Context: an optimization exercise on an open-source flow, tuned for small area, a short achievable clock period and few clock cycles. The choices shown serve that exercise and are no tape-out recipe. Only simulation tests tie the RTL to the original design; equivalence was not proved.

==> design/flow/design.v <==
`timescale 1ns / 1ps
`default_nettype none
package mpt_pkg;
    localparam int OP_W      = 2;
    localparam int CHAN_W    = 2;
    localparam int CAPTURE_W = 16;
    localparam int NOW_W     = 32;
    localparam int NUM_W     = 20;
    localparam int WEIGHT_W  = 17;
    localparam int TIMEOUT_W = 16;
    localparam int CFG_IDX_W = 2;
    localparam int CFG_DAT_W = 20;
    localparam int OVF_W     = 8;
    localparam int PERIOD_W  = 25;
    localparam int FRAC_W    = 8;
    localparam int FREQ_W    = 28;
    localparam int DIVD_W    = NUM_W + FRAC_W + 1;
    localparam int DCNT_W    = $clog2(DIVD_W + 1);
    localparam logic [OVF_W-1:0]  OVF_MAX  = '1;
    localparam logic [FREQ_W-1:0] FREQ_MAX = '1;
    localparam logic [OP_W-1:0] OP_CAPTURE  = 2'd0;
    localparam logic [OP_W-1:0] OP_OVERFLOW = 2'd1;
    localparam logic [OP_W-1:0] OP_SAMPLE   = 2'd2;
    localparam logic [OP_W-1:0] OP_NOP      = 2'd3;
    localparam logic [CFG_IDX_W-1:0] REG_FREQ_NUM   = 2'd0;
    localparam logic [CFG_IDX_W-1:0] REG_OVF_WEIGHT = 2'd1;
    localparam logic [CFG_IDX_W-1:0] REG_TIMEOUT    = 2'd2;
    localparam logic [NUM_W-1:0]     RST_FREQ_NUM   = 20'd100000;
    localparam logic [WEIGHT_W-1:0]  RST_OVF_WEIGHT = 17'd65535;
    localparam logic [TIMEOUT_W-1:0] RST_TIMEOUT    = 16'd40;
endpackage
`default_nettype wire
`timescale 1ns / 1ps
`default_nettype none
module multichannel_period_tachometer #(
    parameter int NUM_CHANNELS = 4
) (
    input  wire                                i_clk,
    input  wire                                i_rst_n,
    input  wire                                i_in_valid,
    output logic                               o_in_stall,
    input  wire  [mpt_pkg::OP_W-1:0]           i_op,
    input  wire  [mpt_pkg::CHAN_W-1:0]         i_channel,
    input  wire  [mpt_pkg::CAPTURE_W-1:0]      i_capture_value,
    input  wire  [mpt_pkg::NOW_W-1:0]          i_now_ms,
    output logic                               o_out_valid,
    input  wire                                i_out_stall,
    output logic [mpt_pkg::CHAN_W-1:0]         o_out_channel,
    output logic [mpt_pkg::FREQ_W-1:0]         o_frequency_q8,
    output logic                               o_is_stale,
    output logic                               o_last,
    input  wire                                i_cfg_we,
    input  wire  [mpt_pkg::CFG_IDX_W-1:0]      i_cfg_index,
    input  wire  [mpt_pkg::CFG_DAT_W-1:0]      i_cfg_data
);
    localparam int NC   = 4;
    localparam int PW   = mpt_pkg::PERIOD_W;
    localparam int FW   = mpt_pkg::FREQ_W;
    localparam int TW   = mpt_pkg::NOW_W;
    localparam int VW   = mpt_pkg::CAPTURE_W;
    localparam int K    = 2;                        
    localparam int XW   = ((mpt_pkg::DIVD_W + K - 1) / K) * K;   
    localparam int CW   = $clog2(XW / K + 1);
    localparam int AW   = PW + XW;                  
    localparam logic [1:0] R_CAP = 2'd0;
    localparam logic [1:0] R_OVF = 2'd1;
    localparam logic [1:0] R_SMP = 2'd2;
    localparam logic [1:0] R_CFG = 2'd3;
    logic [mpt_pkg::NUM_W-1:0]     r_num;
    logic [mpt_pkg::WEIGHT_W-1:0]  r_w;
    logic [mpt_pkg::TIMEOUT_W-1:0] r_t;
    logic [VW-1:0]                 r_prev  [NC];
    logic [mpt_pkg::OVF_W-1:0]     r_ovf   [NC];
    logic [PW-1:0]                 r_per   [NC];
    logic [NC-1:0]                 r_fresh;
    logic [TW-1:0]                 r_stamp [NC];
    logic [XW-1:0]                 r_fq    [NC];    
    logic [PW-1:0]                 r_rem   [NC];
    logic [CW-1:0]                 r_cnt   [NC];    
    logic [NC-1:0]                 r_ini;           
    logic                          r_v;
    logic [1:0]                    r_op;
    logic [1:0]                    r_ch;
    logic [VW-1:0]                 r_cap;
    logic [TW-1:0]                 r_now;
    logic                          e_v;
    logic [1:0]                    e_ch;
    logic [PW-1:0]                 e_prod;
    logic [VW-1:0]                 e_diff;
    logic                          g_act;
    logic [1:0]                    g_ch;
    logic [TW-1:0]                 g_now;
    logic                          q_v;
    logic [1:0]                    q_ch;
    logic [FW-1:0]                 q_freq;
    logic                          q_stale;
    logic                          q_last;
    assign o_out_valid    = q_v;
    assign o_out_channel  = q_ch;
    assign o_frequency_q8 = q_freq;
    assign o_is_stale     = q_stale;
    assign o_last         = q_last;
    logic r_go;
    always_comb begin
        unique case (r_op)
            R_CAP:   r_go = !(g_act && (r_ch >= g_ch));
            R_OVF:   r_go = 1'b1;
            R_SMP:   r_go = !g_act;
            default: r_go = (r_ch == mpt_pkg::REG_OVF_WEIGHT) || !g_act;
        endcase
    end
    assign o_in_stall = r_v && !r_go;
    logic acc;
    logic cfg_take;
    assign acc      = i_in_valid && !o_in_stall;
    assign cfg_take = i_cfg_we && !o_in_stall && (i_cfg_index != 2'd3);
    logic [VW-1:0]                 prev_s;
    logic [mpt_pkg::OVF_W-1:0]     ovf_s;
    logic                          cap_take;
    logic [PW-1:0]                 cap_prod;
    logic [VW-1:0]                 cap_diff;
    always_comb begin
        prev_s   = r_prev[r_ch];
        ovf_s    = r_ovf[r_ch];
        cap_take = (prev_s != '0) && (r_cap > prev_s);
        cap_prod = PW'(r_w) * PW'(ovf_s);
        cap_diff = r_cap - prev_s;
    end
    logic [1:0]                    i_sel;
    logic                          i_any;
    logic [PW-1:0]                 i_per;
    logic [XW-1:0]                 i_x;
    logic [4:0]                    i_s;
    logic [AW-1:0]                 i_a;
    logic [CW-1:0]                 i_n;
    always_comb begin
        i_any = |r_ini;
        i_sel = 2'd0;
        for (int c = NC - 1; c >= 0; c--)
            if (r_ini[c]) i_sel = 2'(c);
        i_per = r_per[i_sel];
        i_x   = XW'({r_num, {mpt_pkg::FRAC_W{1'b0}}}) + XW'(i_per >> 1);
        i_s   = '0;
        for (int b = 1; b < PW; b++)
            if (i_per[b]) i_s = 5'(b);
        i_s   = i_s - 5'((XW - int'(i_s)) % K);
        i_a   = AW'(i_x) << i_s;
        i_n   = CW'((XW - int'(i_s)) / K);
        if (i_per == '0) begin
            i_a = '0;
            i_n = '0;
        end
    end
    logic [AW-1:0]                 d_a   [NC];
    always_comb begin
        for (int c = 0; c < NC; c++) begin
            logic [AW-1:0] a;
            logic [PW:0]   r2;
            logic [PW+1:0] df;
            a = {r_rem[c], r_fq[c]};
            for (int k = 0; k < K; k++) begin
                r2 = a[AW-1:XW-1];
                df = {1'b0, r2} - {2'b00, r_per[c]};
                if (!df[PW+1]) a = {df[PW-1:0], a[XW-2:0], 1'b1};
                else           a = {r2[PW-1:0], a[XW-2:0], 1'b0};
            end
            d_a[c] = a;
        end
    end
    logic                          g_ready;
    logic                          g_emit;
    logic [TW-1:0]                 g_age;
    logic                          g_stale;
    logic [XW-1:0]                 g_fq;
    logic [FW-1:0]                 g_freq;
    always_comb begin
        g_ready = !(e_v && (e_ch == g_ch)) && !r_ini[g_ch] && (r_cnt[g_ch] == '0);
        g_emit  = g_act && g_ready && (!q_v || !i_out_stall);
        g_age   = g_now - r_stamp[g_ch];
        g_stale = !r_fresh[g_ch] && (g_age > TW'(r_t));
        g_fq    = r_fq[g_ch];
        g_freq  = g_fq[FW] ? mpt_pkg::FREQ_MAX : g_fq[FW-1:0];
    end
    always_ff @(posedge i_clk) begin
        if (!i_rst_n) begin
            r_num   <= mpt_pkg::RST_FREQ_NUM;
            r_w     <= mpt_pkg::RST_OVF_WEIGHT;
            r_t     <= mpt_pkg::RST_TIMEOUT;
            r_v     <= 1'b0;
            e_v     <= 1'b0;
            g_act   <= 1'b0;
            q_v     <= 1'b0;
            r_fresh <= '0;
            r_ini   <= '0;
            for (int c = 0; c < NC; c++) begin
                r_prev[c]  <= '0;
                r_ovf[c]   <= '0;
                r_per[c]   <= '0;
                r_stamp[c] <= '0;
                r_fq[c]    <= '0;
                r_cnt[c]   <= '0;
            end
        end else begin
            if (acc && (i_op != mpt_pkg::OP_NOP)) begin
                r_v <= 1'b1;
                r_op <= i_op;
                r_ch <= i_channel;
                r_cap <= i_capture_value;
                r_now <= i_now_ms;
            end else if (cfg_take) begin
                r_v <= 1'b1;
                r_op <= R_CFG;
                r_ch <= i_cfg_index;
                r_now <= TW'(i_cfg_data);
            end else if (r_go) begin
                r_v <= 1'b0;
            end
            for (int c = 0; c < NC; c++) begin
                if (r_cnt[c] != '0) begin
                    r_rem[c] <= d_a[c][AW-1:XW];
                    r_fq[c]  <= d_a[c][XW-1:0];
                    r_cnt[c] <= r_cnt[c] - 1'b1;
                end
            end
            if (i_any) begin
                r_rem[i_sel] <= i_a[AW-1:XW];
                r_fq[i_sel]  <= i_a[XW-1:0];
                r_cnt[i_sel] <= i_n;
                r_ini[i_sel] <= 1'b0;
            end
            e_v <= 1'b0;
            if (e_v) begin
                r_per[e_ch]   <= e_prod + PW'(e_diff);
                r_fresh[e_ch] <= 1'b1;
                r_ini[e_ch]   <= 1'b1;
            end
            if (r_v && r_go) begin
                unique case (r_op)
                    R_CAP: begin
                        r_prev[r_ch] <= r_cap;
                        r_ovf[r_ch]  <= '0;
                        e_v    <= cap_take;
                        e_ch   <= r_ch;
                        e_prod <= cap_prod;
                        e_diff <= cap_diff;
                    end
                    R_OVF: begin
                        for (int c = 0; c < NC; c++)
                            if (r_ovf[c] != mpt_pkg::OVF_MAX)
                                r_ovf[c] <= r_ovf[c] + 1'b1;
                    end
                    R_SMP: begin
                        g_act <= 1'b1;
                        g_ch  <= '0;
                        g_now <= r_now;
                    end
                    default: begin
                        unique case (r_ch)
                            mpt_pkg::REG_FREQ_NUM: begin
                                r_num <= r_now[mpt_pkg::NUM_W-1:0];
                                for (int c = 0; c < NC; c++)
                                    if (r_fresh[c]) r_ini[c] <= 1'b1;
                            end
                            mpt_pkg::REG_OVF_WEIGHT: r_w <= r_now[mpt_pkg::WEIGHT_W-1:0];
                            default:                 r_t <= r_now[mpt_pkg::TIMEOUT_W-1:0];
                        endcase
                    end
                endcase
            end
            if (g_emit) begin
                q_v     <= 1'b1;
                q_ch    <= g_ch;
                q_freq  <= g_stale ? '0 : g_freq;
                q_stale <= g_stale;
                q_last  <= (g_ch == 2'd3);
                if (r_fresh[g_ch]) begin
                    r_fresh[g_ch] <= 1'b0;
                    r_stamp[g_ch] <= g_now;
                end
                if (g_stale) r_fq[g_ch] <= '0;
                g_ch <= g_ch + 1'b1;
                if (g_ch == 2'd3) g_act <= 1'b0;
            end else if (!i_out_stall) begin
                q_v <= 1'b0;
            end
        end
    end
endmodule
`default_nettype wire
==> design/flow/constraint.sdc <==
create_clock -name core_clock -period 8.0 [get_ports {i_clk}]
set_input_delay 1.6000 -clock core_clock [delete_from_list [all_inputs] [get_ports {i_clk}]]
set_output_delay 1.6000 -clock core_clock [all_outputs]
set_load 0.01 [all_outputs]
==> design/flow/run.sh <==
#!/bin/bash
# synth_recipe.tcl (not shown) runs the flow's synth.tcl, then flattens the netlist and writes it again
# the make line also repeats each setting of config.mk as NAME=value (left out here)
make -C /OpenROAD-flow-scripts/flow DESIGN_CONFIG=/design/flow/config.mk WORK_HOME=/design/flow/orfs CLKGATE_MAP_FILE= SYNTH_SCRIPT=/design/flow/synth_recipe.tcl finish
==> design/flow/config.mk <==
export PLATFORM = sky130hd
export DESIGN_NAME = multichannel_period_tachometer
export DESIGN_NICKNAME = multichannel_period_tachometer
export VERILOG_FILES = /design/flow/design.v
export SDC_FILE = /design/flow/constraint.sdc
export NUM_CORES = 4
export LEC_CHECK = 0
export CAP_MARGIN = 20
export CORE_MARGIN = 2
export CORE_UTILIZATION = 40
export SLEW_MARGIN = 20
==> flow_summary.ini <==
[yosys]
syn-cell-area_um2 = 55600
synth-main-ff-cell = edfxtp_1
synth_edf_count = 569
yosysUniqueCellTypes = 96
netlist_instances = 5816
ys_seq_area_share_pct = 38.7
ys_seq_elements = 790
synth_nets = 6351
avgSynthCellArea_um2 = 9.57
async_flop_share_pct = 0
ys_warn_count = 2

[finish]
layout_common_cells = edfxtp_1, nor2_1, nand2_1
postLayoutCoreUtil_pct = 45.1
drive_gt1_share_pct = 9.43
mostFrequentLayoutCell = edfxtp_1
area_growth_pct = 11.9
nets = 6411

[power]
cellPowerDensity_nw_per_um2 = 391
leakagePower_nw = 24.7
totalPowerFinal_w = 0.0243
power.internal_w = 0.0141
swShare_pct = 41.9
p_comb_share_pct = 57.0
p_seq_share_pct = 25.0
clockPowerShare_pct = 18.0
peakVddDrop_v = 0.000261
p_sw_w = 0.0102

[sta]
finalHoldViolCount = 0
grt_setup_unrepaired = no
setup_viol = 0
setup-tns-final_ns = 0
slew_violations = 0
tightest_slew_ns = 1.10
slew_headroom_pct = 26.6
whs_ns = 0.425
fin_skew_ns = 0.0252
finalCritPeriodShare_pct = 93.1
fmax_mhz = 134
fin_crit_ns = 7.45

[global_route]
grt_max_degree = 62
grt.total_usage_pct = 25.7
met2_usage_pct = 41.2
busiest_layer = met2
grt_antenna_before_repair = 5
grt_pass1_wl_mm = 278
global_route.usage.met1_pct = 35.2
overflow = 0
grt_use_met3_pct = 3.73
grt_pass1_vias = 44600

[worst_setup_path]
critical_path.startpoint = r_per[0][2]
critPathMaxStageDelay_ns = 0.46
crit_type = reg -> reg
crit_top_cell = buf_4
start_kind = flop
cp_max_fo = 29
cp.required_ns = 8.46
critPathArrivalTime_ns = 7.90
end_kind = flop
worst_path_max_delay_cell = a221oi_1
r2r_setup_slack_ns = 0.55
r2r_start = r_per[0][2]

[route]
via_per_inst = 5.94
drt.antenna.violating_nets = 0
drt_wl_total_mm = 186
drt_iter0_drc = 4446
vias = 46100
wire_per_inst_um = 24.0
drc = 0
dr.pass1.iters = 8

[clock_tree]
clkLatencyLatePin_ns = 0.71
clkTransAtPathRegs_ns = 0.06
numCtsBuffers = 91
clockBufferDepth = 3
cts-resized-gates = 0
cts_tree = done
cts_sinks = 790
post-cts-setup-buffers = 0
cts_root_buf = clkbuf_16
htreeDepth = 3
ctsHoldBuffers = 0

[die]
io_pins = 113
dieArea_um2 = 142000
die_x_um = 377
core_area_um2 = 138000
placementRows = 136
die_y_um = 377
start_util_pct = 40.4

[placed_design]
gp_congestion = 0.986
io_buffers = 112
dpl.hpwl_mm = 136

[min_path]
min_from = r_now[31]
worstHoldPathType = reg -> reg

[flow_run]
cap_violations = 0

[outcome]
status = no timing/DRC/antenna violations
[power by group through the flow]
stage	Clock [W]	Sequential (W)	Combinational, W
3_5_place_dp	0	0.00614	0.0136
2_1_floorplan	0	0.00594	0.0106
5_1_grt	0.00459	0.00614	0.0154
3_3_place_gp	0	0.00613	0.0135
6_report	0.00438	0.00608	0.0139
4_1_cts	0.00443	0.00606	0.0137
[synthesized netlist by cell type, types with 17 or more instances]
| cell | instances | share of area, % |
|---|---|---|
| o22a_1 | 19 | 0.30 |
| and3_1 | 127 | 1.4 |
| nand4_1 | 38 | 0.43 |
| nor2b_1 | 69 | 0.78 |
| a221oi_1 | 21 | 0.33 |
| o22ai_1 | 52 | 0.58 |
| a31oi_1 | 56 | 0.63 |
| mux4_2 | 90 | 3.6 |
| nor2_1 | 560 | 3.8 |
| clkbuf_1 | 204 | 1.4 |
| o31a_1 | 18 | 0.28 |
| and2_1 | 231 | 2.6 |
| xor2_1 | 110 | 1.7 |
| o21ai_0 | 252 | 2.3 |
| o211a_1 | 17 | 0.31 |
| mux2_2 | 82 | 1.7 |
| xnor2_1 | 144 | 2.3 |
| a21o_1 | 94 | 1.3 |
| nand3_1 | 131 | 1.2 |
| or3_1 | 40 | 0.45 |
| nand2_1 | 509 | 3.4 |
| fa_1 | 102 | 3.7 |
| buf_1 | 40 | 0.27 |
| inv_1 | 369 | 2.5 |
| edfxtp_1 | 569 | 31 |
| ha_1 | 354 | 8.0 |
| buf_2 | 27 | 0.24 |
| or2_2 | 28 | 0.31 |
| o31ai_1 | 35 | 0.47 |
| o21bai_1 | 36 | 0.49 |
| a21oi_1 | 358 | 3.2 |
| o211ai_1 | 43 | 0.58 |
| a211oi_1 | 120 | 1.6 |
| mux2i_1 | 110 | 2.0 |
| nor3_1 | 103 | 0.93 |
| nand2b_1 | 63 | 0.71 |
| o21a_1 | 78 | 1.1 |
| nor4_1 | 33 | 0.37 |
| dfxtp_1 | 221 | 8.0 |
| o221ai_1 | 21 | 0.33 |
[area by class of cell]
type / count / area, um2
Tap cell: 1794 / 2240
Timing Repair Buffer: 246 / 2150
Clock inverter: 43 / 489
Clock buffer: 124 / 2610
Fill cell: 13100 / 75600
Antenna cell: 7 / 17.5
Inverter: 369 / 1390
Sequential cell: 790 / 21500
Multi-Input combinational cell: 4378 / 31800
[worst max-delay path: cells and delay by family (launching register included)]
kind	cells	cell delay, ns
buffers and inverters	6	1.02
adder cells (fa/ha/maj)	2	0.75
AND/OR/NAND/NOR	5	1.00
flip-flops	1	0.40
AO/OA/AOI/OAI	16	4.01
[flip-flops by register name, summed over array words and instances (netlist names), 4 cells and up, named ones only]
name / flops
r_stamp: 128
r_fq: 120
r_per: 100
r_rem: 100
r_prev: 64
g_now: 32
r_now: 32
r_ovf: 32
q_freq: 28
e_prod: 25
r_num: 20
r_w: 17
e_diff: 16
r_cap: 16
r_cnt: 16
r_t: 16
r_fresh: 4
r_ini: 4
[layer usage]
layer	up-vias	share of wire [%]	wire, um
met5	-	0.034	63
met4	2	3.7	6870
met3	318	7.8	14500
met2	1844	45	84300
met1	22600	43	80200
li1	21300	-	-
[logic make-up after synthesis]
logic type,after synthesis,synth area share (%)
AO/OA/AOI/OAI,1391,16.5
XOR/XNOR,254,4.00
adder cells (fa/ha/maj),456,11.6
buffers and inverters,648,4.51
flip-flops,790,38.7
multiplexers,284,7.35
AND/OR/NAND/NOR,1993,17.4
[final timing paths]
kind,end,depth (start not counted)
worst max-delay path,r_rem[0][11],29
worst min-delay path,g_now[31],0
worst max register to register,r_rem[0][11],29
worst min register to register,g_now[31],0
[metrics by stage]
stage          setup slack [ns]  instance area (um2)  instances
2_1_floorplan              1.60                55600       5816
3_5_place_dp              0.704                59100       7577
3_3_place_gp              0.825                59100       7577
5_1_grt                  0.0152                62200       7746
4_1_cts                   0.611                62200       7744
6_report                  0.553                62200       7751
Testbench counts, summed over its fixed seeds: cycles 25,488.

## port drivers added, routing unchanged
The results above use ideal ports. As a check the final layout listed here was re-extracted and re-timed, cells and wires unchanged. Step 1 sets driving cells, clkbuf_16 on the clock port and buf_2 on the other inputs (assumed; they add their load-dependent delay and slew). Step 2, shift: input delay + t, output delay - t, t = (earliest + latest rising clock arrival at the registers) / 2. This alone moves slack from input paths to output paths. Slacks: ideal / step 1 / step 2; pairs: ideal / step 1.
t (ns): 0.770
setup slack, ns: 0.553 / 0.553 / 0.553
cell pins on the clock port's net: 1
After both steps setup and hold are still met in this run. For this run, drivers alone change the setup slack by 0.000 ns; drivers and shift together by 0.000 ns.
